Background: an optimization exercise with open tools, aiming at small area, a short achievable clock period and few clock cycles per item. Do not read the settings as production practice.
Only simulation tests tie the RTL to the original design; equivalence was not proved.
Power and IR drop assume default switching activity.

$ cat design/flow/flow/run.sh
#!/bin/bash
# The standard layout, with timing repair aiming for 6.5 ns of setup slack
# (a 3.5 ns period) instead of stopping at the 10 ns clock.
set -e
cp standard.sh standard.sh.txt
export SETUP_SLACK_MARGIN=6.5
bash standard.sh > standard.log 2>&1
$ cat design/flow/standard.sh
#!/bin/bash
# synth_recipe.tcl (not shown) runs the flow's synth.tcl, then flattens the netlist and writes it again
# the make line also repeats each setting of config.mk as NAME=value (left out here)
make -C /OpenROAD-flow-scripts/flow DESIGN_CONFIG=/design/flow/config.mk WORK_HOME=/design/flow/orfs CLKGATE_MAP_FILE= SYNTH_SCRIPT=/design/flow/synth_recipe.tcl "${@:-finish}"
$ cat design/flow/config.mk
export PLATFORM = sky130hd
export DESIGN_NAME = dsp_core
export DESIGN_NICKNAME = dsp_core
export VERILOG_FILES = /design/flow/design.v
export SDC_FILE = /design/flow/constraint.sdc
export NUM_CORES = 4
export LEC_CHECK = 0
export CAP_MARGIN = 20
export CORE_MARGIN = 2
export CORE_UTILIZATION = 60
export CTS_BUF_LIST = sky130_fd_sc_hd__clkbuf_8
export CTS_CLUSTER_DIAMETER = 50
export CTS_CLUSTER_SIZE = 16
export SLEW_MARGIN = 20
$ cat design/flow/constraint.sdc
create_clock -name core_clock -period 10.0 [get_ports {clk}]
set_input_delay 2.0000 -clock core_clock [delete_from_list [all_inputs] [get_ports {clk}]]
set_output_delay 2.0000 -clock core_clock [all_outputs]
set_load 0.01 [all_outputs]
$ cat design/flow/design.v
package dsp_pkg;
	localparam int data_width = 16;
	localparam int n_blocks = 16;
	localparam int n_block_regs = 2;
	localparam int n_channels = 16;
	localparam int skid_depth = 2;
	localparam int skid_ptr_width = $clog2(skid_depth);
	typedef logic signed [data_width - 1 : 0] sample_t;
	typedef logic signed [2 * data_width - 1 : 0] product_t;
	typedef logic [$clog2(n_blocks) - 1 : 0] block_addr_t;
	typedef logic [$clog2(n_blocks) : 0] block_count_t;
	typedef logic [$clog2(n_channels) - 1 : 0] channel_addr_t;
	typedef logic [4 : 0] shift_t;
	typedef logic [31 : 0] instr_t;
	localparam channel_addr_t input_channel = 1;
	localparam channel_addr_t output_channel = 0;
	localparam product_t sample_max = 32'sd32767;
	localparam product_t sample_min = -32'sd32768;
	localparam int src_a_lsb = 0;
	localparam int src_b_lsb = 4;
	localparam int src_c_lsb = 8;
	localparam int dest_lsb = 12;
	localparam int shift_lsb = 16;
	localparam int src_b_reg_bit = 21;
	localparam int src_c_reg_bit = 22;
	localparam int saturate_disable_bit = 23;
	typedef struct packed {
		logic instr_write;
		logic reg_write;
		block_addr_t block_target;
		logic reg_target;
		instr_t instr_val;
		sample_t reg_val;
	} command_t;
	typedef struct packed {
		channel_addr_t dest;
		sample_t arg_a;
		sample_t arg_b;
		sample_t arg_c;
		shift_t shift;
		logic saturate_disable;
	} madd_op_t;
	typedef struct packed {
		channel_addr_t dest;
		sample_t value;
	} madd_result_t;
endpackage
`timescale 1ns/10ps
module booth_pp16 (
	input logic [15 : 0] a,
	input logic [15 : 0] b,
	output logic [60 : 0] mid
);
	logic neg1;
	logic one2;
	logic two3;
	logic pp4;
	logic pp5;
	logic pp6;
	logic pp7;
	logic pp8;
	logic pp9;
	logic pp10;
	logic pp11;
	logic pp12;
	logic pp13;
	logic pp14;
	logic pp15;
	logic pp16;
	logic pp17;
	logic pp18;
	logic pp19;
	logic pp20;
	logic ns21;
	logic neg22;
	logic one23;
	logic two24;
	logic pp25;
	logic pp26;
	logic pp27;
	logic pp28;
	logic pp29;
	logic pp30;
	logic pp31;
	logic pp32;
	logic pp33;
	logic pp34;
	logic pp35;
	logic pp36;
	logic pp37;
	logic pp38;
	logic pp39;
	logic pp40;
	logic pp41;
	logic ns42;
	logic neg43;
	logic one44;
	logic two45;
	logic pp46;
	logic pp47;
	logic pp48;
	logic pp49;
	logic pp50;
	logic pp51;
	logic pp52;
	logic pp53;
	logic pp54;
	logic pp55;
	logic pp56;
	logic pp57;
	logic pp58;
	logic pp59;
	logic pp60;
	logic pp61;
	logic pp62;
	logic ns63;
	logic neg64;
	logic one65;
	logic two66;
	logic pp67;
	logic pp68;
	logic pp69;
	logic pp70;
	logic pp71;
	logic pp72;
	logic pp73;
	logic pp74;
	logic pp75;
	logic pp76;
	logic pp77;
	logic pp78;
	logic pp79;
	logic pp80;
	logic pp81;
	logic pp82;
	logic pp83;
	logic ns84;
	logic neg85;
	logic one86;
	logic two87;
	logic pp88;
	logic pp89;
	logic pp90;
	logic pp91;
	logic pp92;
	logic pp93;
	logic pp94;
	logic pp95;
	logic pp96;
	logic pp97;
	logic pp98;
	logic pp99;
	logic pp100;
	logic pp101;
	logic pp102;
	logic pp103;
	logic pp104;
	logic ns105;
	logic neg106;
	logic one107;
	logic two108;
	logic pp109;
	logic pp110;
	logic pp111;
	logic pp112;
	logic pp113;
	logic pp114;
	logic pp115;
	logic pp116;
	logic pp117;
	logic pp118;
	logic pp119;
	logic pp120;
	logic pp121;
	logic pp122;
	logic pp123;
	logic pp124;
	logic pp125;
	logic ns126;
	logic neg127;
	logic one128;
	logic two129;
	logic pp130;
	logic pp131;
	logic pp132;
	logic pp133;
	logic pp134;
	logic pp135;
	logic pp136;
	logic pp137;
	logic pp138;
	logic pp139;
	logic pp140;
	logic pp141;
	logic pp142;
	logic pp143;
	logic pp144;
	logic pp145;
	logic pp146;
	logic ns147;
	logic neg148;
	logic one149;
	logic two150;
	logic pp151;
	logic pp152;
	logic pp153;
	logic pp154;
	logic pp155;
	logic pp156;
	logic pp157;
	logic pp158;
	logic pp159;
	logic pp160;
	logic pp161;
	logic pp162;
	logic pp163;
	logic pp164;
	logic pp165;
	logic pp166;
	logic pp167;
	logic ns168;
	logic s169;
	logic c170;
	logic s171;
	logic c172;
	logic s173;
	logic c174;
	logic s175;
	logic c176;
	logic s177;
	logic c178;
	logic s179;
	logic c180;
	logic s181;
	logic c182;
	logic s183;
	logic c184;
	logic s185;
	logic c186;
	logic s187;
	logic c188;
	logic s189;
	logic c190;
	logic s191;
	logic c192;
	logic s193;
	logic c194;
	logic s195;
	logic c196;
	logic s197;
	logic c198;
	logic s199;
	logic c200;
	logic s201;
	logic c202;
	logic s203;
	logic c204;
	logic s205;
	logic c206;
	logic s207;
	logic c208;
	logic s209;
	logic c210;
	logic s211;
	logic c212;
	logic s213;
	logic c214;
	logic s215;
	logic c216;
	logic s217;
	logic c218;
	logic s219;
	logic c220;
	logic s221;
	logic c222;
	logic s223;
	logic c224;
	logic s225;
	logic c226;
	logic s227;
	logic c228;
	logic s229;
	logic c230;
	logic s231;
	logic c232;
	logic s233;
	logic c234;
	logic s235;
	logic c236;
	logic s237;
	logic c238;
	logic s239;
	logic c240;
	logic s241;
	logic c242;
	logic s243;
	logic c244;
	logic s245;
	logic c246;
	logic s247;
	logic c248;
	logic s249;
	logic c250;
	logic s251;
	logic c252;
	logic s253;
	logic c254;
	logic s255;
	logic c256;
	logic s257;
	logic c258;
	logic s259;
	logic c260;
	logic s261;
	logic c262;
	logic s263;
	logic c264;
	logic s265;
	logic c266;
	logic s267;
	logic c268;
	logic s269;
	logic c270;
	logic s271;
	logic c272;
	logic s273;
	logic c274;
	logic s275;
	logic c276;
	logic s277;
	logic c278;
	logic s279;
	logic c280;
	logic s281;
	logic c282;
	logic s283;
	logic c284;
	logic s285;
	logic c286;
	logic s287;
	logic c288;
	logic s289;
	logic c290;
	logic s291;
	logic c292;
	logic s293;
	logic c294;
	logic s295;
	logic c296;
	logic s297;
	logic c298;
	logic s299;
	logic c300;
	logic s301;
	logic c302;
	logic s303;
	logic c304;
	logic s305;
	logic c306;
	logic s307;
	logic c308;
	logic s309;
	logic c310;
	logic s311;
	logic c312;
	logic s313;
	logic c314;
	logic s315;
	logic c316;
	logic s317;
	logic c318;
	logic s319;
	logic c320;
	logic s321;
	logic c322;
	logic s323;
	logic c324;
	logic s325;
	logic c326;
	logic s327;
	logic c328;
	logic s329;
	logic c330;
	logic s331;
	logic c332;
	logic s333;
	logic c334;
	logic s335;
	logic c336;
	logic s337;
	logic c338;
	logic s339;
	logic c340;
	logic s341;
	logic c342;
	logic s343;
	logic c344;
	logic s345;
	logic c346;
	logic s347;
	logic c348;
	logic s349;
	logic c350;
	logic s351;
	logic c352;
	logic s353;
	logic c354;
	logic s355;
	logic c356;
	logic s357;
	logic c358;
	logic s359;
	logic c360;
	logic s361;
	logic c362;
	logic s363;
	logic c364;
	logic s365;
	logic c366;
	logic s367;
	logic c368;
	logic s369;
	logic c370;
	logic s371;
	logic c372;
	logic s373;
	logic c374;
	logic s375;
	logic c376;
	logic s377;
	logic c378;
	logic s379;
	logic c380;
	logic s381;
	logic c382;
	logic s383;
	logic c384;
	logic s385;
	logic c386;
	logic s387;
	logic c388;
	logic s389;
	logic c390;
	logic s391;
	logic c392;
	assign neg1 = b[1] & ~(b[0] & 1'b0);
	assign one2 = b[0] ^ 1'b0;
	assign two3 = (b[1] & ~b[0] & ~1'b0) | (~b[1] & b[0] & 1'b0);
	assign pp4 = ((one2 & a[0]) | (two3 & 1'b0)) ^ neg1;
	assign pp5 = ((one2 & a[1]) | (two3 & a[0])) ^ neg1;
	assign pp6 = ((one2 & a[2]) | (two3 & a[1])) ^ neg1;
	assign pp7 = ((one2 & a[3]) | (two3 & a[2])) ^ neg1;
	assign pp8 = ((one2 & a[4]) | (two3 & a[3])) ^ neg1;
	assign pp9 = ((one2 & a[5]) | (two3 & a[4])) ^ neg1;
	assign pp10 = ((one2 & a[6]) | (two3 & a[5])) ^ neg1;
	assign pp11 = ((one2 & a[7]) | (two3 & a[6])) ^ neg1;
	assign pp12 = ((one2 & a[8]) | (two3 & a[7])) ^ neg1;
	assign pp13 = ((one2 & a[9]) | (two3 & a[8])) ^ neg1;
	assign pp14 = ((one2 & a[10]) | (two3 & a[9])) ^ neg1;
	assign pp15 = ((one2 & a[11]) | (two3 & a[10])) ^ neg1;
	assign pp16 = ((one2 & a[12]) | (two3 & a[11])) ^ neg1;
	assign pp17 = ((one2 & a[13]) | (two3 & a[12])) ^ neg1;
	assign pp18 = ((one2 & a[14]) | (two3 & a[13])) ^ neg1;
	assign pp19 = ((one2 & a[15]) | (two3 & a[14])) ^ neg1;
	assign pp20 = ((one2 & a[15]) | (two3 & a[15])) ^ neg1;
	assign ns21 = ~pp20;
	assign neg22 = b[3] & ~(b[2] & b[1]);
	assign one23 = b[2] ^ b[1];
	assign two24 = (b[3] & ~b[2] & ~b[1]) | (~b[3] & b[2] & b[1]);
	assign pp25 = ((one23 & a[0]) | (two24 & 1'b0)) ^ neg22;
	assign pp26 = ((one23 & a[1]) | (two24 & a[0])) ^ neg22;
	assign pp27 = ((one23 & a[2]) | (two24 & a[1])) ^ neg22;
	assign pp28 = ((one23 & a[3]) | (two24 & a[2])) ^ neg22;
	assign pp29 = ((one23 & a[4]) | (two24 & a[3])) ^ neg22;
	assign pp30 = ((one23 & a[5]) | (two24 & a[4])) ^ neg22;
	assign pp31 = ((one23 & a[6]) | (two24 & a[5])) ^ neg22;
	assign pp32 = ((one23 & a[7]) | (two24 & a[6])) ^ neg22;
	assign pp33 = ((one23 & a[8]) | (two24 & a[7])) ^ neg22;
	assign pp34 = ((one23 & a[9]) | (two24 & a[8])) ^ neg22;
	assign pp35 = ((one23 & a[10]) | (two24 & a[9])) ^ neg22;
	assign pp36 = ((one23 & a[11]) | (two24 & a[10])) ^ neg22;
	assign pp37 = ((one23 & a[12]) | (two24 & a[11])) ^ neg22;
	assign pp38 = ((one23 & a[13]) | (two24 & a[12])) ^ neg22;
	assign pp39 = ((one23 & a[14]) | (two24 & a[13])) ^ neg22;
	assign pp40 = ((one23 & a[15]) | (two24 & a[14])) ^ neg22;
	assign pp41 = ((one23 & a[15]) | (two24 & a[15])) ^ neg22;
	assign ns42 = ~pp41;
	assign neg43 = b[5] & ~(b[4] & b[3]);
	assign one44 = b[4] ^ b[3];
	assign two45 = (b[5] & ~b[4] & ~b[3]) | (~b[5] & b[4] & b[3]);
	assign pp46 = ((one44 & a[0]) | (two45 & 1'b0)) ^ neg43;
	assign pp47 = ((one44 & a[1]) | (two45 & a[0])) ^ neg43;
	assign pp48 = ((one44 & a[2]) | (two45 & a[1])) ^ neg43;
	assign pp49 = ((one44 & a[3]) | (two45 & a[2])) ^ neg43;
	assign pp50 = ((one44 & a[4]) | (two45 & a[3])) ^ neg43;
	assign pp51 = ((one44 & a[5]) | (two45 & a[4])) ^ neg43;
	assign pp52 = ((one44 & a[6]) | (two45 & a[5])) ^ neg43;
	assign pp53 = ((one44 & a[7]) | (two45 & a[6])) ^ neg43;
	assign pp54 = ((one44 & a[8]) | (two45 & a[7])) ^ neg43;
	assign pp55 = ((one44 & a[9]) | (two45 & a[8])) ^ neg43;
	assign pp56 = ((one44 & a[10]) | (two45 & a[9])) ^ neg43;
	assign pp57 = ((one44 & a[11]) | (two45 & a[10])) ^ neg43;
	assign pp58 = ((one44 & a[12]) | (two45 & a[11])) ^ neg43;
	assign pp59 = ((one44 & a[13]) | (two45 & a[12])) ^ neg43;
	assign pp60 = ((one44 & a[14]) | (two45 & a[13])) ^ neg43;
	assign pp61 = ((one44 & a[15]) | (two45 & a[14])) ^ neg43;
	assign pp62 = ((one44 & a[15]) | (two45 & a[15])) ^ neg43;
	assign ns63 = ~pp62;
	assign neg64 = b[7] & ~(b[6] & b[5]);
	assign one65 = b[6] ^ b[5];
	assign two66 = (b[7] & ~b[6] & ~b[5]) | (~b[7] & b[6] & b[5]);
	assign pp67 = ((one65 & a[0]) | (two66 & 1'b0)) ^ neg64;
	assign pp68 = ((one65 & a[1]) | (two66 & a[0])) ^ neg64;
	assign pp69 = ((one65 & a[2]) | (two66 & a[1])) ^ neg64;
	assign pp70 = ((one65 & a[3]) | (two66 & a[2])) ^ neg64;
	assign pp71 = ((one65 & a[4]) | (two66 & a[3])) ^ neg64;
	assign pp72 = ((one65 & a[5]) | (two66 & a[4])) ^ neg64;
	assign pp73 = ((one65 & a[6]) | (two66 & a[5])) ^ neg64;
	assign pp74 = ((one65 & a[7]) | (two66 & a[6])) ^ neg64;
	assign pp75 = ((one65 & a[8]) | (two66 & a[7])) ^ neg64;
	assign pp76 = ((one65 & a[9]) | (two66 & a[8])) ^ neg64;
	assign pp77 = ((one65 & a[10]) | (two66 & a[9])) ^ neg64;
	assign pp78 = ((one65 & a[11]) | (two66 & a[10])) ^ neg64;
	assign pp79 = ((one65 & a[12]) | (two66 & a[11])) ^ neg64;
	assign pp80 = ((one65 & a[13]) | (two66 & a[12])) ^ neg64;
	assign pp81 = ((one65 & a[14]) | (two66 & a[13])) ^ neg64;
	assign pp82 = ((one65 & a[15]) | (two66 & a[14])) ^ neg64;
	assign pp83 = ((one65 & a[15]) | (two66 & a[15])) ^ neg64;
	assign ns84 = ~pp83;
	assign neg85 = b[9] & ~(b[8] & b[7]);
	assign one86 = b[8] ^ b[7];
	assign two87 = (b[9] & ~b[8] & ~b[7]) | (~b[9] & b[8] & b[7]);
	assign pp88 = ((one86 & a[0]) | (two87 & 1'b0)) ^ neg85;
	assign pp89 = ((one86 & a[1]) | (two87 & a[0])) ^ neg85;
	assign pp90 = ((one86 & a[2]) | (two87 & a[1])) ^ neg85;
	assign pp91 = ((one86 & a[3]) | (two87 & a[2])) ^ neg85;
	assign pp92 = ((one86 & a[4]) | (two87 & a[3])) ^ neg85;
	assign pp93 = ((one86 & a[5]) | (two87 & a[4])) ^ neg85;
	assign pp94 = ((one86 & a[6]) | (two87 & a[5])) ^ neg85;
	assign pp95 = ((one86 & a[7]) | (two87 & a[6])) ^ neg85;
	assign pp96 = ((one86 & a[8]) | (two87 & a[7])) ^ neg85;
	assign pp97 = ((one86 & a[9]) | (two87 & a[8])) ^ neg85;
	assign pp98 = ((one86 & a[10]) | (two87 & a[9])) ^ neg85;
	assign pp99 = ((one86 & a[11]) | (two87 & a[10])) ^ neg85;
	assign pp100 = ((one86 & a[12]) | (two87 & a[11])) ^ neg85;
	assign pp101 = ((one86 & a[13]) | (two87 & a[12])) ^ neg85;
	assign pp102 = ((one86 & a[14]) | (two87 & a[13])) ^ neg85;
	assign pp103 = ((one86 & a[15]) | (two87 & a[14])) ^ neg85;
	assign pp104 = ((one86 & a[15]) | (two87 & a[15])) ^ neg85;
	assign ns105 = ~pp104;
	assign neg106 = b[11] & ~(b[10] & b[9]);
	assign one107 = b[10] ^ b[9];
	assign two108 = (b[11] & ~b[10] & ~b[9]) | (~b[11] & b[10] & b[9]);
	assign pp109 = ((one107 & a[0]) | (two108 & 1'b0)) ^ neg106;
	assign pp110 = ((one107 & a[1]) | (two108 & a[0])) ^ neg106;
	assign pp111 = ((one107 & a[2]) | (two108 & a[1])) ^ neg106;
	assign pp112 = ((one107 & a[3]) | (two108 & a[2])) ^ neg106;
	assign pp113 = ((one107 & a[4]) | (two108 & a[3])) ^ neg106;
	assign pp114 = ((one107 & a[5]) | (two108 & a[4])) ^ neg106;
	assign pp115 = ((one107 & a[6]) | (two108 & a[5])) ^ neg106;
	assign pp116 = ((one107 & a[7]) | (two108 & a[6])) ^ neg106;
	assign pp117 = ((one107 & a[8]) | (two108 & a[7])) ^ neg106;
	assign pp118 = ((one107 & a[9]) | (two108 & a[8])) ^ neg106;
	assign pp119 = ((one107 & a[10]) | (two108 & a[9])) ^ neg106;
	assign pp120 = ((one107 & a[11]) | (two108 & a[10])) ^ neg106;
	assign pp121 = ((one107 & a[12]) | (two108 & a[11])) ^ neg106;
	assign pp122 = ((one107 & a[13]) | (two108 & a[12])) ^ neg106;
	assign pp123 = ((one107 & a[14]) | (two108 & a[13])) ^ neg106;
	assign pp124 = ((one107 & a[15]) | (two108 & a[14])) ^ neg106;
	assign pp125 = ((one107 & a[15]) | (two108 & a[15])) ^ neg106;
	assign ns126 = ~pp125;
	assign neg127 = b[13] & ~(b[12] & b[11]);
	assign one128 = b[12] ^ b[11];
	assign two129 = (b[13] & ~b[12] & ~b[11]) | (~b[13] & b[12] & b[11]);
	assign pp130 = ((one128 & a[0]) | (two129 & 1'b0)) ^ neg127;
	assign pp131 = ((one128 & a[1]) | (two129 & a[0])) ^ neg127;
	assign pp132 = ((one128 & a[2]) | (two129 & a[1])) ^ neg127;
	assign pp133 = ((one128 & a[3]) | (two129 & a[2])) ^ neg127;
	assign pp134 = ((one128 & a[4]) | (two129 & a[3])) ^ neg127;
	assign pp135 = ((one128 & a[5]) | (two129 & a[4])) ^ neg127;
	assign pp136 = ((one128 & a[6]) | (two129 & a[5])) ^ neg127;
	assign pp137 = ((one128 & a[7]) | (two129 & a[6])) ^ neg127;
	assign pp138 = ((one128 & a[8]) | (two129 & a[7])) ^ neg127;
	assign pp139 = ((one128 & a[9]) | (two129 & a[8])) ^ neg127;
	assign pp140 = ((one128 & a[10]) | (two129 & a[9])) ^ neg127;
	assign pp141 = ((one128 & a[11]) | (two129 & a[10])) ^ neg127;
	assign pp142 = ((one128 & a[12]) | (two129 & a[11])) ^ neg127;
	assign pp143 = ((one128 & a[13]) | (two129 & a[12])) ^ neg127;
	assign pp144 = ((one128 & a[14]) | (two129 & a[13])) ^ neg127;
	assign pp145 = ((one128 & a[15]) | (two129 & a[14])) ^ neg127;
	assign pp146 = ((one128 & a[15]) | (two129 & a[15])) ^ neg127;
	assign ns147 = ~pp146;
	assign neg148 = b[15] & ~(b[14] & b[13]);
	assign one149 = b[14] ^ b[13];
	assign two150 = (b[15] & ~b[14] & ~b[13]) | (~b[15] & b[14] & b[13]);
	assign pp151 = ((one149 & a[0]) | (two150 & 1'b0)) ^ neg148;
	assign pp152 = ((one149 & a[1]) | (two150 & a[0])) ^ neg148;
	assign pp153 = ((one149 & a[2]) | (two150 & a[1])) ^ neg148;
	assign pp154 = ((one149 & a[3]) | (two150 & a[2])) ^ neg148;
	assign pp155 = ((one149 & a[4]) | (two150 & a[3])) ^ neg148;
	assign pp156 = ((one149 & a[5]) | (two150 & a[4])) ^ neg148;
	assign pp157 = ((one149 & a[6]) | (two150 & a[5])) ^ neg148;
	assign pp158 = ((one149 & a[7]) | (two150 & a[6])) ^ neg148;
	assign pp159 = ((one149 & a[8]) | (two150 & a[7])) ^ neg148;
	assign pp160 = ((one149 & a[9]) | (two150 & a[8])) ^ neg148;
	assign pp161 = ((one149 & a[10]) | (two150 & a[9])) ^ neg148;
	assign pp162 = ((one149 & a[11]) | (two150 & a[10])) ^ neg148;
	assign pp163 = ((one149 & a[12]) | (two150 & a[11])) ^ neg148;
	assign pp164 = ((one149 & a[13]) | (two150 & a[12])) ^ neg148;
	assign pp165 = ((one149 & a[14]) | (two150 & a[13])) ^ neg148;
	assign pp166 = ((one149 & a[15]) | (two150 & a[14])) ^ neg148;
	assign pp167 = ((one149 & a[15]) | (two150 & a[15])) ^ neg148;
	assign ns168 = ~pp167;
	assign s169 = pp14 ^ pp33;
	assign c170 = pp14 & pp33;
	assign s171 = pp15 ^ pp34;
	assign c172 = pp15 & pp34;
	assign s173 = pp16 ^ pp35 ^ pp54;
	assign c174 = (pp16 & pp35) | (pp16 & pp54) | (pp35 & pp54);
	assign s175 = pp73 ^ pp92;
	assign c176 = pp73 & pp92;
	assign s177 = pp17 ^ pp36 ^ pp55;
	assign c178 = (pp17 & pp36) | (pp17 & pp55) | (pp36 & pp55);
	assign s179 = pp74 ^ pp93;
	assign c180 = pp74 & pp93;
	assign s181 = pp18 ^ pp37 ^ pp56;
	assign c182 = (pp18 & pp37) | (pp18 & pp56) | (pp37 & pp56);
	assign s183 = pp75 ^ pp94 ^ pp113;
	assign c184 = (pp75 & pp94) | (pp75 & pp113) | (pp94 & pp113);
	assign s185 = pp132 ^ pp151;
	assign c186 = pp132 & pp151;
	assign s187 = pp19 ^ pp38 ^ pp57;
	assign c188 = (pp19 & pp38) | (pp19 & pp57) | (pp38 & pp57);
	assign s189 = pp76 ^ pp95 ^ pp114;
	assign c190 = (pp76 & pp95) | (pp76 & pp114) | (pp95 & pp114);
	assign s191 = pp133 ^ pp152;
	assign c192 = pp133 & pp152;
	assign s193 = ns21 ^ pp39 ^ pp58;
	assign c194 = (ns21 & pp39) | (ns21 & pp58) | (pp39 & pp58);
	assign s195 = pp77 ^ pp96 ^ pp115;
	assign c196 = (pp77 & pp96) | (pp77 & pp115) | (pp96 & pp115);
	assign s197 = pp134 ^ pp153 ^ 1'b1;
	assign c198 = (pp134 & pp153) | (pp134 & 1'b1) | (pp153 & 1'b1);
	assign s199 = pp40 ^ pp59 ^ pp78;
	assign c200 = (pp40 & pp59) | (pp40 & pp78) | (pp59 & pp78);
	assign s201 = pp97 ^ pp116 ^ pp135;
	assign c202 = (pp97 & pp116) | (pp97 & pp135) | (pp116 & pp135);
	assign s203 = pp154 ^ 1'b1;
	assign c204 = pp154 & 1'b1;
	assign s205 = ns42 ^ pp60 ^ pp79;
	assign c206 = (ns42 & pp60) | (ns42 & pp79) | (pp60 & pp79);
	assign s207 = pp98 ^ pp117 ^ pp136;
	assign c208 = (pp98 & pp117) | (pp98 & pp136) | (pp117 & pp136);
	assign s209 = pp61 ^ pp80 ^ pp99;
	assign c210 = (pp61 & pp80) | (pp61 & pp99) | (pp80 & pp99);
	assign s211 = pp118 ^ pp137;
	assign c212 = pp118 & pp137;
	assign s213 = ns63 ^ pp81 ^ pp100;
	assign c214 = (ns63 & pp81) | (ns63 & pp100) | (pp81 & pp100);
	assign s215 = pp82 ^ pp101;
	assign c216 = pp82 & pp101;
	assign s217 = pp10 ^ pp29;
	assign c218 = pp10 & pp29;
	assign s219 = pp11 ^ pp30;
	assign c220 = pp11 & pp30;
	assign s221 = pp12 ^ pp31 ^ pp50;
	assign c222 = (pp12 & pp31) | (pp12 & pp50) | (pp31 & pp50);
	assign s223 = pp69 ^ pp88;
	assign c224 = pp69 & pp88;
	assign s225 = pp13 ^ pp32 ^ pp51;
	assign c226 = (pp13 & pp32) | (pp13 & pp51) | (pp32 & pp51);
	assign s227 = pp70 ^ pp89;
	assign c228 = pp70 & pp89;
	assign s229 = s169 ^ pp52 ^ pp71;
	assign c230 = (s169 & pp52) | (s169 & pp71) | (pp52 & pp71);
	assign s231 = pp90 ^ pp109 ^ neg106;
	assign c232 = (pp90 & pp109) | (pp90 & neg106) | (pp109 & neg106);
	assign s233 = c170 ^ s171 ^ pp53;
	assign c234 = (c170 & s171) | (c170 & pp53) | (s171 & pp53);
	assign s235 = pp72 ^ pp91 ^ pp110;
	assign c236 = (pp72 & pp91) | (pp72 & pp110) | (pp91 & pp110);
	assign s237 = c172 ^ s173 ^ s175;
	assign c238 = (c172 & s173) | (c172 & s175) | (s173 & s175);
	assign s239 = pp111 ^ pp130 ^ neg127;
	assign c240 = (pp111 & pp130) | (pp111 & neg127) | (pp130 & neg127);
	assign s241 = c174 ^ c176 ^ s177;
	assign c242 = (c174 & c176) | (c174 & s177) | (c176 & s177);
	assign s243 = s179 ^ pp112 ^ pp131;
	assign c244 = (s179 & pp112) | (s179 & pp131) | (pp112 & pp131);
	assign s245 = c178 ^ c180 ^ s181;
	assign c246 = (c178 & c180) | (c178 & s181) | (c180 & s181);
	assign s247 = s183 ^ s185 ^ neg148;
	assign c248 = (s183 & s185) | (s183 & neg148) | (s185 & neg148);
	assign s249 = c182 ^ c184 ^ c186;
	assign c250 = (c182 & c184) | (c182 & c186) | (c184 & c186);
	assign s251 = s187 ^ s189 ^ s191;
	assign c252 = (s187 & s189) | (s187 & s191) | (s189 & s191);
	assign s253 = c188 ^ c190 ^ c192;
	assign c254 = (c188 & c190) | (c188 & c192) | (c190 & c192);
	assign s255 = s193 ^ s195 ^ s197;
	assign c256 = (s193 & s195) | (s193 & s197) | (s195 & s197);
	assign s257 = c194 ^ c196 ^ c198;
	assign c258 = (c194 & c196) | (c194 & c198) | (c196 & c198);
	assign s259 = s199 ^ s201 ^ s203;
	assign c260 = (s199 & s201) | (s199 & s203) | (s201 & s203);
	assign s261 = c200 ^ c202 ^ c204;
	assign c262 = (c200 & c202) | (c200 & c204) | (c202 & c204);
	assign s263 = s205 ^ s207 ^ pp155;
	assign c264 = (s205 & s207) | (s205 & pp155) | (s207 & pp155);
	assign s265 = c206 ^ c208 ^ s209;
	assign c266 = (c206 & c208) | (c206 & s209) | (c208 & s209);
	assign s267 = s211 ^ pp156 ^ 1'b1;
	assign c268 = (s211 & pp156) | (s211 & 1'b1) | (pp156 & 1'b1);
	assign s269 = c210 ^ c212 ^ s213;
	assign c270 = (c210 & c212) | (c210 & s213) | (c212 & s213);
	assign s271 = pp119 ^ pp138 ^ pp157;
	assign c272 = (pp119 & pp138) | (pp119 & pp157) | (pp138 & pp157);
	assign s273 = c214 ^ s215 ^ pp120;
	assign c274 = (c214 & s215) | (c214 & pp120) | (s215 & pp120);
	assign s275 = pp139 ^ pp158 ^ 1'b1;
	assign c276 = (pp139 & pp158) | (pp139 & 1'b1) | (pp158 & 1'b1);
	assign s277 = c216 ^ ns84 ^ pp102;
	assign c278 = (c216 & ns84) | (c216 & pp102) | (ns84 & pp102);
	assign s279 = pp121 ^ pp140 ^ pp159;
	assign c280 = (pp121 & pp140) | (pp121 & pp159) | (pp140 & pp159);
	assign s281 = pp103 ^ pp122 ^ pp141;
	assign c282 = (pp103 & pp122) | (pp103 & pp141) | (pp122 & pp141);
	assign s283 = pp160 ^ 1'b1;
	assign c284 = pp160 & 1'b1;
	assign s285 = ns105 ^ pp123 ^ pp142;
	assign c286 = (ns105 & pp123) | (ns105 & pp142) | (pp123 & pp142);
	assign s287 = pp124 ^ pp143;
	assign c288 = pp124 & pp143;
	assign s289 = pp8 ^ pp27;
	assign c290 = pp8 & pp27;
	assign s291 = pp9 ^ pp28;
	assign c292 = pp9 & pp28;
	assign s293 = s217 ^ pp48 ^ pp67;
	assign c294 = (s217 & pp48) | (s217 & pp67) | (pp48 & pp67);
	assign s295 = c218 ^ s219 ^ pp49;
	assign c296 = (c218 & s219) | (c218 & pp49) | (s219 & pp49);
	assign s297 = c220 ^ s221 ^ s223;
	assign c298 = (c220 & s221) | (c220 & s223) | (s221 & s223);
	assign s299 = c222 ^ c224 ^ s225;
	assign c300 = (c222 & c224) | (c222 & s225) | (c224 & s225);
	assign s301 = c226 ^ c228 ^ s229;
	assign c302 = (c226 & c228) | (c226 & s229) | (c228 & s229);
	assign s303 = c230 ^ c232 ^ s233;
	assign c304 = (c230 & c232) | (c230 & s233) | (c232 & s233);
	assign s305 = c234 ^ c236 ^ s237;
	assign c306 = (c234 & c236) | (c234 & s237) | (c236 & s237);
	assign s307 = c238 ^ c240 ^ s241;
	assign c308 = (c238 & c240) | (c238 & s241) | (c240 & s241);
	assign s309 = c242 ^ c244 ^ s245;
	assign c310 = (c242 & c244) | (c242 & s245) | (c244 & s245);
	assign s311 = c246 ^ c248 ^ s249;
	assign c312 = (c246 & c248) | (c246 & s249) | (c248 & s249);
	assign s313 = c250 ^ c252 ^ s253;
	assign c314 = (c250 & c252) | (c250 & s253) | (c252 & s253);
	assign s315 = c254 ^ c256 ^ s257;
	assign c316 = (c254 & c256) | (c254 & s257) | (c256 & s257);
	assign s317 = c258 ^ c260 ^ s261;
	assign c318 = (c258 & c260) | (c258 & s261) | (c260 & s261);
	assign s319 = c262 ^ c264 ^ s265;
	assign c320 = (c262 & c264) | (c262 & s265) | (c264 & s265);
	assign s321 = c266 ^ c268 ^ s269;
	assign c322 = (c266 & c268) | (c266 & s269) | (c268 & s269);
	assign s323 = c270 ^ c272 ^ s273;
	assign c324 = (c270 & c272) | (c270 & s273) | (c272 & s273);
	assign s325 = c274 ^ c276 ^ s277;
	assign c326 = (c274 & c276) | (c274 & s277) | (c276 & s277);
	assign s327 = c278 ^ c280 ^ s281;
	assign c328 = (c278 & c280) | (c278 & s281) | (c280 & s281);
	assign s329 = c282 ^ c284 ^ s285;
	assign c330 = (c282 & c284) | (c282 & s285) | (c284 & s285);
	assign s331 = c286 ^ s287 ^ pp162;
	assign c332 = (c286 & s287) | (c286 & pp162) | (s287 & pp162);
	assign s333 = c288 ^ ns126 ^ pp144;
	assign c334 = (c288 & ns126) | (c288 & pp144) | (ns126 & pp144);
	assign s335 = pp145 ^ pp164;
	assign c336 = pp145 & pp164;
	assign s337 = pp6 ^ pp25;
	assign c338 = pp6 & pp25;
	assign s339 = pp7 ^ pp26;
	assign c340 = pp7 & pp26;
	assign s341 = s289 ^ pp46 ^ neg43;
	assign c342 = (s289 & pp46) | (s289 & neg43) | (pp46 & neg43);
	assign s343 = c290 ^ s291 ^ pp47;
	assign c344 = (c290 & s291) | (c290 & pp47) | (s291 & pp47);
	assign s345 = c292 ^ s293 ^ neg64;
	assign c346 = (c292 & s293) | (c292 & neg64) | (s293 & neg64);
	assign s347 = c294 ^ s295 ^ pp68;
	assign c348 = (c294 & s295) | (c294 & pp68) | (s295 & pp68);
	assign s349 = c296 ^ s297 ^ neg85;
	assign c350 = (c296 & s297) | (c296 & neg85) | (s297 & neg85);
	assign s351 = c298 ^ s299 ^ s227;
	assign c352 = (c298 & s299) | (c298 & s227) | (s299 & s227);
	assign s353 = c300 ^ s301 ^ s231;
	assign c354 = (c300 & s301) | (c300 & s231) | (s301 & s231);
	assign s355 = c302 ^ s303 ^ s235;
	assign c356 = (c302 & s303) | (c302 & s235) | (s303 & s235);
	assign s357 = c304 ^ s305 ^ s239;
	assign c358 = (c304 & s305) | (c304 & s239) | (s305 & s239);
	assign s359 = c306 ^ s307 ^ s243;
	assign c360 = (c306 & s307) | (c306 & s243) | (s307 & s243);
	assign s361 = c308 ^ s309 ^ s247;
	assign c362 = (c308 & s309) | (c308 & s247) | (s309 & s247);
	assign s363 = c310 ^ s311 ^ s251;
	assign c364 = (c310 & s311) | (c310 & s251) | (s311 & s251);
	assign s365 = c312 ^ s313 ^ s255;
	assign c366 = (c312 & s313) | (c312 & s255) | (s313 & s255);
	assign s367 = c314 ^ s315 ^ s259;
	assign c368 = (c314 & s315) | (c314 & s259) | (s315 & s259);
	assign s369 = c316 ^ s317 ^ s263;
	assign c370 = (c316 & s317) | (c316 & s263) | (s317 & s263);
	assign s371 = c318 ^ s319 ^ s267;
	assign c372 = (c318 & s319) | (c318 & s267) | (s319 & s267);
	assign s373 = c320 ^ s321 ^ s271;
	assign c374 = (c320 & s321) | (c320 & s271) | (s321 & s271);
	assign s375 = c322 ^ s323 ^ s275;
	assign c376 = (c322 & s323) | (c322 & s275) | (s323 & s275);
	assign s377 = c324 ^ s325 ^ s279;
	assign c378 = (c324 & s325) | (c324 & s279) | (s325 & s279);
	assign s379 = c326 ^ s327 ^ s283;
	assign c380 = (c326 & s327) | (c326 & s283) | (s327 & s283);
	assign s381 = c328 ^ s329 ^ pp161;
	assign c382 = (c328 & s329) | (c328 & pp161) | (s329 & pp161);
	assign s383 = c330 ^ s331 ^ 1'b1;
	assign c384 = (c330 & s331) | (c330 & 1'b1) | (s331 & 1'b1);
	assign s385 = c332 ^ s333 ^ pp163;
	assign c386 = (c332 & s333) | (c332 & pp163) | (s333 & pp163);
	assign s387 = c334 ^ s335 ^ 1'b1;
	assign c388 = (c334 & s335) | (c334 & 1'b1) | (s335 & 1'b1);
	assign s389 = c336 ^ ns147 ^ pp165;
	assign c390 = (c336 & ns147) | (c336 & pp165) | (ns147 & pp165);
	assign s391 = pp166 ^ 1'b1;
	assign c392 = pp166 & 1'b1;
	assign mid[0] = pp4;
	assign mid[1] = neg1;
	assign mid[2] = pp5;
	assign mid[3] = s337;
	assign mid[4] = neg22;
	assign mid[5] = c338;
	assign mid[6] = s339;
	assign mid[7] = c340;
	assign mid[8] = s341;
	assign mid[9] = c342;
	assign mid[10] = s343;
	assign mid[11] = c344;
	assign mid[12] = s345;
	assign mid[13] = c346;
	assign mid[14] = s347;
	assign mid[15] = c348;
	assign mid[16] = s349;
	assign mid[17] = c350;
	assign mid[18] = s351;
	assign mid[19] = c352;
	assign mid[20] = s353;
	assign mid[21] = c354;
	assign mid[22] = s355;
	assign mid[23] = c356;
	assign mid[24] = s357;
	assign mid[25] = c358;
	assign mid[26] = s359;
	assign mid[27] = c360;
	assign mid[28] = s361;
	assign mid[29] = c362;
	assign mid[30] = s363;
	assign mid[31] = c364;
	assign mid[32] = s365;
	assign mid[33] = c366;
	assign mid[34] = s367;
	assign mid[35] = c368;
	assign mid[36] = s369;
	assign mid[37] = c370;
	assign mid[38] = s371;
	assign mid[39] = c372;
	assign mid[40] = s373;
	assign mid[41] = c374;
	assign mid[42] = s375;
	assign mid[43] = c376;
	assign mid[44] = s377;
	assign mid[45] = c378;
	assign mid[46] = s379;
	assign mid[47] = c380;
	assign mid[48] = s381;
	assign mid[49] = c382;
	assign mid[50] = s383;
	assign mid[51] = c384;
	assign mid[52] = s385;
	assign mid[53] = c386;
	assign mid[54] = s387;
	assign mid[55] = c388;
	assign mid[56] = s389;
	assign mid[57] = c390;
	assign mid[58] = s391;
	assign mid[59] = c392;
	assign mid[60] = ns168;
endmodule
module booth_sum16 (
	input logic [60 : 0] mid,
	output logic [31 : 0] x,
	output logic [31 : 0] y
);
	assign x[0] = mid[0];
	assign y[0] = mid[1];
	assign x[1] = mid[2];
	assign y[1] = 1'b0;
	assign x[2] = mid[3];
	assign y[2] = mid[4];
	assign x[3] = mid[5];
	assign y[3] = mid[6];
	assign x[4] = mid[7];
	assign y[4] = mid[8];
	assign x[5] = mid[9];
	assign y[5] = mid[10];
	assign x[6] = mid[11];
	assign y[6] = mid[12];
	assign x[7] = mid[13];
	assign y[7] = mid[14];
	assign x[8] = mid[15];
	assign y[8] = mid[16];
	assign x[9] = mid[17];
	assign y[9] = mid[18];
	assign x[10] = mid[19];
	assign y[10] = mid[20];
	assign x[11] = mid[21];
	assign y[11] = mid[22];
	assign x[12] = mid[23];
	assign y[12] = mid[24];
	assign x[13] = mid[25];
	assign y[13] = mid[26];
	assign x[14] = mid[27];
	assign y[14] = mid[28];
	assign x[15] = mid[29];
	assign y[15] = mid[30];
	assign x[16] = mid[31];
	assign y[16] = mid[32];
	assign x[17] = mid[33];
	assign y[17] = mid[34];
	assign x[18] = mid[35];
	assign y[18] = mid[36];
	assign x[19] = mid[37];
	assign y[19] = mid[38];
	assign x[20] = mid[39];
	assign y[20] = mid[40];
	assign x[21] = mid[41];
	assign y[21] = mid[42];
	assign x[22] = mid[43];
	assign y[22] = mid[44];
	assign x[23] = mid[45];
	assign y[23] = mid[46];
	assign x[24] = mid[47];
	assign y[24] = mid[48];
	assign x[25] = mid[49];
	assign y[25] = mid[50];
	assign x[26] = mid[51];
	assign y[26] = mid[52];
	assign x[27] = mid[53];
	assign y[27] = mid[54];
	assign x[28] = mid[55];
	assign y[28] = mid[56];
	assign x[29] = mid[57];
	assign y[29] = mid[58];
	assign x[30] = mid[59];
	assign y[30] = mid[60];
	assign x[31] = 1'b1;
	assign y[31] = 1'b0;
endmodule
`timescale 1ns/10ps
module dsp_core (
	input logic clk,
	input logic reset,
	input logic tick,
	input dsp_pkg::sample_t sample_in,
	input dsp_pkg::command_t command,
	output dsp_pkg::sample_t sample_out,
	output logic ready,
	output dsp_pkg::block_count_t n_blocks_running,
	output logic [31 : 0] commits_accepted
);
	logic [23 : 0] instrs [16];
	logic signed [15 : 0] coef0 [16];
	logic signed [15 : 0] coef1 [16];
	logic signed [15 : 0] ch [16];
	logic busy;
	logic [15 : 0] blk_on;
	logic stall_q;
	logic pick1_q;
	logic ready_q;
	logic [3 : 0] cur;
	logic [4 : 0] nxt;
	logic [23 : 0] ins_q;
	logic signed [15 : 0] a_q;
	logic signed [15 : 0] b_q;
	logic [23 : 0] w0_ins, w1_ins;
	logic [3 : 0] w0_blk, w1_blk;
	logic w0_v, w1_v;
	logic [23 : 0] nins;
	logic [3 : 0] ncur;
	logic [3 : 0] dest;
	logic adv, go_idle;
	logic pick1;
	logic [23 : 0] w0_next, w1_next;
	logic w0_v_next, w1_v_next, busy_next;
	logic stall_next;
	logic last_out, next_out;
	logic signed [15 : 0] a_val, b_val;
	logic [60 : 0] mid;
	logic [23 : 0] fetched;
	logic s2_v;
	logic [60 : 0] s2_mid;
	logic [3 : 0] s2_dest;
	logic [4 : 0] s2_sh;
	logic s2_satd;
	logic s2_creg;
	logic [3 : 0] s2_caddr;
	logic signed [15 : 0] s2_cconst;
	logic [31 : 0] px, py;
	logic s3_v;
	logic [15 : 0] s3_qlo;
	logic s3_hi_zero, s3_hi_m1, s3_hi_p1, s3_hi_m2, s3_neg;
	logic [3 : 0] s3_dest;
	logic s3_satd;
	logic signed [15 : 0] s3_c;
	logic signed [15 : 0] res;
	assign dest = ins_q[15 : 12];
	function automatic reads_ab(input logic [23 : 0] ins, input logic [3 : 0] chn);
		reads_ab = ins[3 : 0] == chn || (!ins[21] && ins[7 : 4] == chn);
	endfunction
	function automatic reads_any(input logic [23 : 0] ins, input logic [3 : 0] chn);
		reads_any = ins[3 : 0] == chn || (!ins[21] && ins[7 : 4] == chn)
			|| (!ins[22] && ins[11 : 8] == chn);
	endfunction
	assign adv = busy && !stall_q;
	assign go_idle = !busy || (adv && !w0_v);
	assign pick1 = pick1_q;
	assign fetched = instrs[nxt[3 : 0]];
	always_comb begin
		if (go_idle) begin
			nins = instrs[0];
			ncur = 4'd0;
		end else if (adv && pick1) begin
			nins = w1_ins;
			ncur = w1_blk;
		end else if (adv) begin
			nins = w0_ins;
			ncur = w0_blk;
		end else begin
			nins = ins_q;
			ncur = cur;
		end
	end
	function automatic logic [15 : 0] ch_next(input logic [3 : 0] chn,
		input logic [15 : 0] ch_now, input logic s3_wr, input logic [3 : 0] s3_chn,
		input logic [15 : 0] res_now);
		if (s3_wr && s3_chn == chn)
			ch_next = res_now;
		else
			ch_next = ch_now;
	endfunction
	assign a_val = ch_next(nins[3 : 0], ch[nins[3 : 0]], s3_v, s3_dest, res);
	assign b_val = nins[21] ? coef0[ncur]
		: ch_next(nins[7 : 4], ch[nins[7 : 4]], s3_v, s3_dest, res);
	always_comb begin
		if (go_idle) begin
			w0_next = instrs[1];
			w1_next = instrs[2];
		end else if (adv) begin
			w0_next = pick1 ? w0_ins : w1_ins;
			w1_next = fetched;
		end else begin
			w0_next = w0_ins;
			w1_next = w1_ins;
		end
		if (go_idle) begin
			busy_next = tick && blk_on[0];
			w0_v_next = blk_on[1];
			w1_v_next = blk_on[2];
		end else if (adv) begin
			busy_next = w0_v;
			w0_v_next = pick1 ? w0_v : w1_v;
			w1_v_next = !nxt[4] && blk_on[nxt[3 : 0]];
		end else begin
			busy_next = busy;
			w0_v_next = w0_v;
			w1_v_next = w1_v;
		end
	end
	assign stall_next = (adv && reads_ab(nins, dest)) || (s2_v && reads_ab(nins, s2_dest))
		|| (tick && reads_ab(nins, 4'd1));
	assign last_out = !adv || (dest != 4'd0 && dest != 4'd1);
	assign next_out = nins[15 : 12] != 4'd0 && nins[15 : 12] != 4'd1
		&& (nins[22] || nins[11 : 8] != 4'd1);
	always_ff @(posedge clk) begin
		ins_q <= nins;
		cur <= ncur;
		a_q <= a_val;
		b_q <= b_val;
		w0_ins <= w0_next;
		w1_ins <= w1_next;
		if (go_idle) begin
			w0_blk <= 4'd1;
			w1_blk <= 4'd2;
			nxt <= 5'd3;
		end else if (adv) begin
			if (!pick1)
				w0_blk <= w1_blk;
			w1_blk <= nxt[3 : 0];
			nxt <= nxt + 5'd1;
		end
	end
	always_ff @(posedge clk) begin
		if (reset) begin
			busy <= 1'b0;
			stall_q <= 1'b0;
			pick1_q <= 1'b0;
			ready_q <= 1'b0;
			w0_v <= 1'b0;
			w1_v <= 1'b0;
			s2_v <= 1'b0;
			s3_v <= 1'b0;
		end else begin
			s2_v <= adv;
			s3_v <= s2_v;
			stall_q <= stall_next;
			pick1_q <= w1_v_next
				&& (reads_ab(w0_next, nins[15 : 12]) || (adv && reads_ab(w0_next, dest)))
				&& !(reads_ab(w1_next, nins[15 : 12]) || (adv && reads_ab(w1_next, dest)))
				&& !reads_any(w0_next, w1_next[15 : 12]) && !reads_any(w1_next, w0_next[15 : 12])
				&& w0_next[15 : 12] != w1_next[15 : 12];
			busy <= busy_next;
			w0_v <= w0_v_next;
			w1_v <= w1_v_next;
			ready_q <= !tick && last_out
				&& (!busy_next || (!w0_v_next && !stall_next && next_out));
		end
	end
	booth_pp16 mul_pp (
		.a(b_q),
		.b(a_q),
		.mid(mid)
	);
	always_ff @(posedge clk) begin
		s2_mid <= mid;
		s2_dest <= dest;
		s2_sh <= ins_q[20 : 16];
		s2_satd <= ins_q[23];
		s2_creg <= ins_q[22];
		s2_caddr <= ins_q[11 : 8];
		s2_cconst <= coef1[cur];
	end
	logic signed [31 : 0] prod;
	logic [15 : 0] p_hi;
	logic [15 : 0] m_hi;
	logic [15 : 0] m_bit;
	logic [15 : 0] m_above;
	booth_sum16 mul_sum (
		.mid(s2_mid),
		.x(px),
		.y(py)
	);
	assign prod = px + py;
	assign p_hi = prod[31 : 16];
	always_comb begin
		for (int k = 0; k < 16; k++) begin
			m_hi[k] = k >= 32'(s2_sh) || k == 15;
			m_bit[k] = k == 32'(s2_sh) && k != 15;
		end
	end
	assign m_above = m_hi & ~m_bit;
	always_ff @(posedge clk) begin
		s3_qlo <= 16'(prod >>> s2_sh);
		s3_hi_zero <= (p_hi & m_hi) == '0;
		s3_hi_m1 <= (p_hi | ~m_hi) == '1;
		s3_hi_p1 <= (p_hi & m_bit) != '0 && (p_hi & m_above) == '0;
		s3_hi_m2 <= m_bit != '0 && (p_hi & m_bit) == '0 && (p_hi | ~m_above) == '1;
		s3_neg <= prod[31];
		s3_dest <= s2_dest;
		s3_satd <= s2_satd;
		if (s2_creg)
			s3_c <= s2_cconst;
		else if (s3_v && s2_caddr == s3_dest)
			s3_c <= res;
		else
			s3_c <= ch[s2_caddr];
	end
	logic signed [15 : 0] c_val;
	logic [16 : 0] s_lo;
	logic d_up, d_down;
	logic h_zero, h_m1, in_range, neg;
	assign c_val = s3_c;
	assign s_lo = {1'b0, s3_qlo} + {1'b0, c_val};
	assign d_up = s_lo[16] && !c_val[15];
	assign d_down = !s_lo[16] && c_val[15];
	assign h_zero = d_up ? s3_hi_m1 : d_down ? s3_hi_p1 : s3_hi_zero;
	assign h_m1 = d_up ? s3_hi_m2 : d_down ? s3_hi_zero : s3_hi_m1;
	assign in_range = s_lo[15] ? h_m1 : h_zero;
	assign neg = s3_neg ? !(s3_hi_m1 && d_up) : (s3_hi_zero && d_down);
	always_comb begin
		if (s3_satd || in_range)
			res = s_lo[15 : 0];
		else if (neg)
			res = 16'sh8000;
		else
			res = 16'sh7fff;
	end
	logic [3 : 0] tgt;
	logic rst_q;
	logic [15 : 0] reg_wdata;
	logic [15 : 0] res_wdata;
	logic [15 : 0] ch1_wdata;
	assign tgt = command.block_target;
	always_ff @(posedge clk)
		rst_q <= reset;
	assign reg_wdata = rst_q ? 16'd0 : command.reg_val;
	assign res_wdata = rst_q ? 16'd0 : res;
	assign ch1_wdata = rst_q ? 16'd0 : tick ? sample_in : res;
	always_ff @(posedge clk) begin
		if (command.instr_write)
			instrs[tgt] <= command.instr_val[23 : 0];
	end
	always_ff @(posedge clk) begin
		for (int k = 0; k < 16; k++) begin
			if (rst_q || (command.reg_write && !command.reg_target && tgt == 4'(k)))
				coef0[k] <= reg_wdata;
			if (rst_q || (command.reg_write && command.reg_target && tgt == 4'(k)))
				coef1[k] <= reg_wdata;
		end
	end
	always_ff @(posedge clk) begin
		for (int k = 0; k < 16; k++) begin
			if (k == 1) begin
				if (rst_q || tick || (s3_v && s3_dest == 4'(k)))
					ch[k] <= ch1_wdata;
			end else begin
				if (rst_q || (s3_v && s3_dest == 4'(k)))
					ch[k] <= res_wdata;
			end
		end
	end
	always_ff @(posedge clk) begin
		if (reset) begin
			sample_out <= '0;
			commits_accepted <= '0;
			blk_on <= '0;
			n_blocks_running <= '0;
		end else begin
			if (tick) begin
				sample_out <= (s3_v && s3_dest == 4'd0) ? res : ch[0];
				commits_accepted <= commits_accepted + 32'(n_blocks_running);
			end
			if (command.instr_write) begin
				for (int k = 0; k < 16; k++)
					if (4'(k) <= tgt)
						blk_on[k] <= 1'b1;
				if (!blk_on[tgt])
					n_blocks_running <= {1'b0, tgt} + 5'd1;
			end
		end
	end
	assign ready = ready_q;
endmodule
==> notes.md <==
- Worst Hold Depth: 0
- EDFF count, synth: ~1200
- Sequential fraction of the synthesis area: 0.591
- # Max-Cap Violations: 0
- Asr flop ratio synth: 0
- Avg Cell Area, Syn: between 10 and 15 µm²
- Headroom to the max-slew limit: 0.200
- Main combinational cell family by area after synthesis: compound AO/OA/AOI/OAI gates
- Port bufs: between 100 and 150
- Largest net degree at the start of global routing: 85
- Clk pin slew, worst setup/hold paths: 90 ps
- Core box area: roughly 120000 µm²
- Congestion Overflow GR: 0
- Dominant register cell in the synthesized netlist: edfxtp_1
- Compound-Gate Fraction of Synth Area: 0.162
- Total Nets Final: ~6000
- Worst setup margin: 6280 ps
- Status: complete, no violations
- Reg-to-Reg End: b_q[2]$_DFF_P_
- Longest Clk Path Bufs: 3
- DP HPWL: 151000 µm
- Post-synth net total: approximately 5700
- Clk root buf: clkbuf_8
- CP arrival: around 4400 ps
- Antenna viol nets, final: 0
- Routability congestion estimate from global placement: 0.993
- #FFs+latches synth: 1489
- Area growth from synthesis to layout: 17.8%
- Mapped Area: roughly 70000 µm²
- DR DRC count: 0
- Worst reg-to-reg path cell count: 12
- Yosys top cell by area: edfxtp_1
- FMAX: roughly 270 MHz
- Num Clock Sinks: 1489
- TritonCTS Buffers: roughly 140
- Worst R2R Start: s3_qlo[3]$_DFF_P_
- Clock Latency Late Sink: 940 ps
- Setup violators final: 0
- Distinct cells, synth: 96
- Initial core utilization: 0.604
- Die H: between 300 and 400 µm
- Top cells by count, synth: edfxtp_1, a22oi_1, nand2_1
- Vias in the first global route: 51301
- First-iteration detailed-routing DRC count: just over 8000
- Worst Setup Start Kind: flip-flop
- Crit-path max FO: 5
- Mapped Cells: roughly 5500
- Final Hold Fails: 0
- Tmin final: 3720 ps
- Die area: roughly 120000 µm²
- Mux cell area share after synthesis: 0.0589
- Peak supply drop: roughly 0.28 mV
- Period utilization: 0.372
- Min-Delay Path Class: reg2reg
- I/O Pins: between 100 and 150
- DRT Pass-1 Iters: 9
- Reg2Reg Setup Slack: 6280 ps
- Least-Margin Pin Slew: between 1000 and 1500 ps
- Pwr Total: between 20 and 25 mW
- CP Capture Type: flip-flop
- Req. time, crit path: about 11000 ps
- Xor/xnor cell area share of the yosys netlist: 0.0353
- Vias/cell: 7.20
- Routed via count: about 54000
- Std cell rows: 125
- CTS Hold Bufs: 0
- Share of the synthesized area in the top cell type: 0.500
- TNS Setup: 0 ps
- Share of layout cells above drive strength 1: 0.234
- Yosys warns: 4
- Power Density: 283 nW/µm²
- Number of antenna violations at the first check in global routing: 13
- Fin. max-slew vios: 0
- Mean routed wirelength per cell: ~34 µm
- Hold_sp: s2_satd$_DFF_P_
- First-pass GRT wire length: ~350000 µm
- Skew final: 70.1 ps
- Die W: ~350 µm
- Dpl ws: approximately 5100 ps
- Synth Area in Adders: 0.0399
- H-tree levels: 4
- CTS tree: built
- Simple-gate portion of the synthesized area: 0.0808
- Gr usage total: 0.408
- Final hold slack: ~320 ps
- Final wirelength: between 200000 and 300000 µm
- Largest cells by area after synthesis: edfxtp_1, dfxtp_1, a22oi_1
- Unrepaired setup endpoints after global routing: true
- WS Path Type: reg2reg
- Count leader, synth: edfxtp_1
- Leakage power: a little under 30 nW
- Hold endpoint: s3_satd$_DFF_P_
[cell type report]
| cell class | count | area, µm² |
|---|---|---|
| Clock buffer | 150 | 2060 |
| Sequential cell | 1489 | 41700 |
| Tap cell | 1524 | 1910 |
| Fill cell | 7828 | 33500 |
| Inverter | 177 | 708 |
| Clock inverter | 105 | 1010 |
| Antenna cell | 6 | 15.0 |
| Multi-Input combinational cell | 3438 | 29500 |
| Timing Repair Buffer | 545 | 5820 |
[worst max path at each step]
| stage | from | to | slack, ps | cells past startpoint |
|---|---|---|---|---|
| after floorplan | command[52] | coef0[14][0]$_DFFE_PP_ | 6340 | 4 |
| after global placement | busy$_SDFF_PP0_ | b_q[2]$_DFF_P_ | 4980 | 12 |
| after detailed placement | busy$_SDFF_PP0_ | b_q[2]$_DFF_P_ | 5060 | 12 |
| after CTS | command[49] | instrs[8][0]$_DFFE_PP_ | 6300 | 4 |
| after global routing | s3_qlo[0]$_DFF_P_ | b_q[2]$_DFF_P_ | 6250 | 14 |
| final | s3_qlo[3]$_DFF_P_ | b_q[2]$_DFF_P_ | 6280 | 12 |
[through the flow]
step,cell area [µm²],util,std cells
4_1_cts,81200,0.699,7358
3_5_place_dp,74000,0.637,6893
6_report,82700,0.712,7434
2_1_floorplan,70600,-,5472
3_3_place_gp,74000,0.637,6892
5_1_grt,82700,0.712,7429
[per-layer routing]
| layer | part of all wire | wire length, µm | GRT usage |
|---|---|---|---|
| met1 | 0.35 | 88300 | 0.527 |
| met2 | 0.44 | 111000 | 0.616 |
| met3 | 0.13 | 31600 | 0.114 |
| met4 | 0.076 | 19100 | 0.252 |
| met5 | 0.00048 | 120 | 0 |
[worst max-delay path, cell delays in order, from the launching register on]
cell      delay, ps
dfxtp_1         370
ha_1            350
inv_1            90
o311a_1         400
o41ai_4         300
a31oi_1         180
xor2_1          270
a31oi_1          90
or3b_4          440
buf_6           140
buf_12          140
mux2i_4         240
o211ai_1        470
[kinds of logic (layout without fill, tap and decap cells)]
kind of cell | Yosys count | after routing
AO/OA/AOI/OAI | 1573 | 1574
flip-flops | 1489 | 1489
AND/OR/NAND/NOR | 1161 | 1167
buffers and inverters | 552 | 977
XOR/XNOR | 283 | 283
multiplexers | 241 | 241
adder cells (fa/ha/maj) | 173 | 173
other | 0 | 6
[registers in the layout, summed over array words and instances, names as in the netlist, 16 cells and up, named ones only]
register / flops
coef0: 256
commits_accepted: 32
s2_cconst: 16
ch: 256
s3_c: 16
s2_mid: 61
sample_out: 16
a_q: 16
coef1: 256
instrs: 384
ins_q: 24
s3_qlo: 16
w0_ins: 24
blk_on: 16
w1_ins: 24
b_q: 16
[cells in the final DEF, fill, tap and decap left out, types with 34 or more instances in the layout]
| master | Yosys | final |
|---|---|---|
| nand2_1 | 347 | 332 |
| inv_1 | 162 | 181 |
| mux2i_1 | 88 | 60 |
| dfxtp_2 | 0 | 58 |
| a22oi_1 | 519 | 511 |
| clkbuf_8 | 0 | 151 |
| a21oi_1 | 175 | 159 |
| xor2_1 | 126 | 123 |
| nand3_1 | 121 | 119 |
| o21ai_4 | 0 | 46 |
| buf_2 | 47 | 43 |
| a221oi_1 | 101 | 98 |
| a22o_1 | 103 | 102 |
| clkdlybuf4s50_1 | 0 | 61 |
| mux4_2 | 135 | 135 |
| o211ai_1 | 49 | 49 |
| nor2_1 | 275 | 238 |
| nand4_1 | 98 | 98 |
| edfxtp_1 | 1170 | 1170 |
| buf_6 | 8 | 54 |
| ha_1 | 87 | 54 |
| xnor2_1 | 157 | 151 |
| dfxtp_1 | 319 | 237 |
| buf_4 | 4 | 280 |
| a211oi_1 | 55 | 34 |
| buf_12 | 0 | 70 |
| fa_1 | 85 | 78 |
| o21ai_0 | 172 | 125 |
[power by group]
| part | total (mW) | internal [mW] | switching [mW] |
|---|---|---|---|
| registers | 8.35 | 7.70 | 0.648 |
| clock network | 4.03 | 1.78 | 2.25 |
| logic | 11.0 | 4.65 | 6.37 |
[timing repair]
| action | in CTS | in global routing |
|---|---|---|
| cloned | 23 | 6 |
| setup endpoints to repair | 1152 | 812 |
| setup buffers | 187 | 60 |
| resized for setup | 633 | 177 |
| pin swaps | 90 | 84 |
Testbench counts, summed over its fixed seeds: cycles 28,751, samples 2,048.

port drivers added, routing unchanged:
In the flow no input, the clock included, has a driving cell. The finished layout below was timed again as built, in two steps. Step 1 (the two cells are an assumption about what drives the block):
set clk [get_ports {clk}]
set_driving_cell -lib_cell sky130_fd_sc_hd__clkbuf_16 $clk
set_driving_cell -lib_cell sky130_fd_sc_hd__buf_2 [delete_from_list [all_inputs] $clk]
Step 2 times the ports against the registers' clock, not the clock port: input delays grow and output delays shrink by t, the midpoint of the rising clock arrivals with the driver on. Three values: ideal, step 1, step 2; two values: the first two.
t (ns): 0.983
setup WS [ns]: 6.285 / 6.285 / 5.500
cell pins on the clock port's net: 1
After both steps this run still meets setup and hold. The setup slack of this run moves by 0.000 ns with the drivers and by -0.785 ns with both steps.
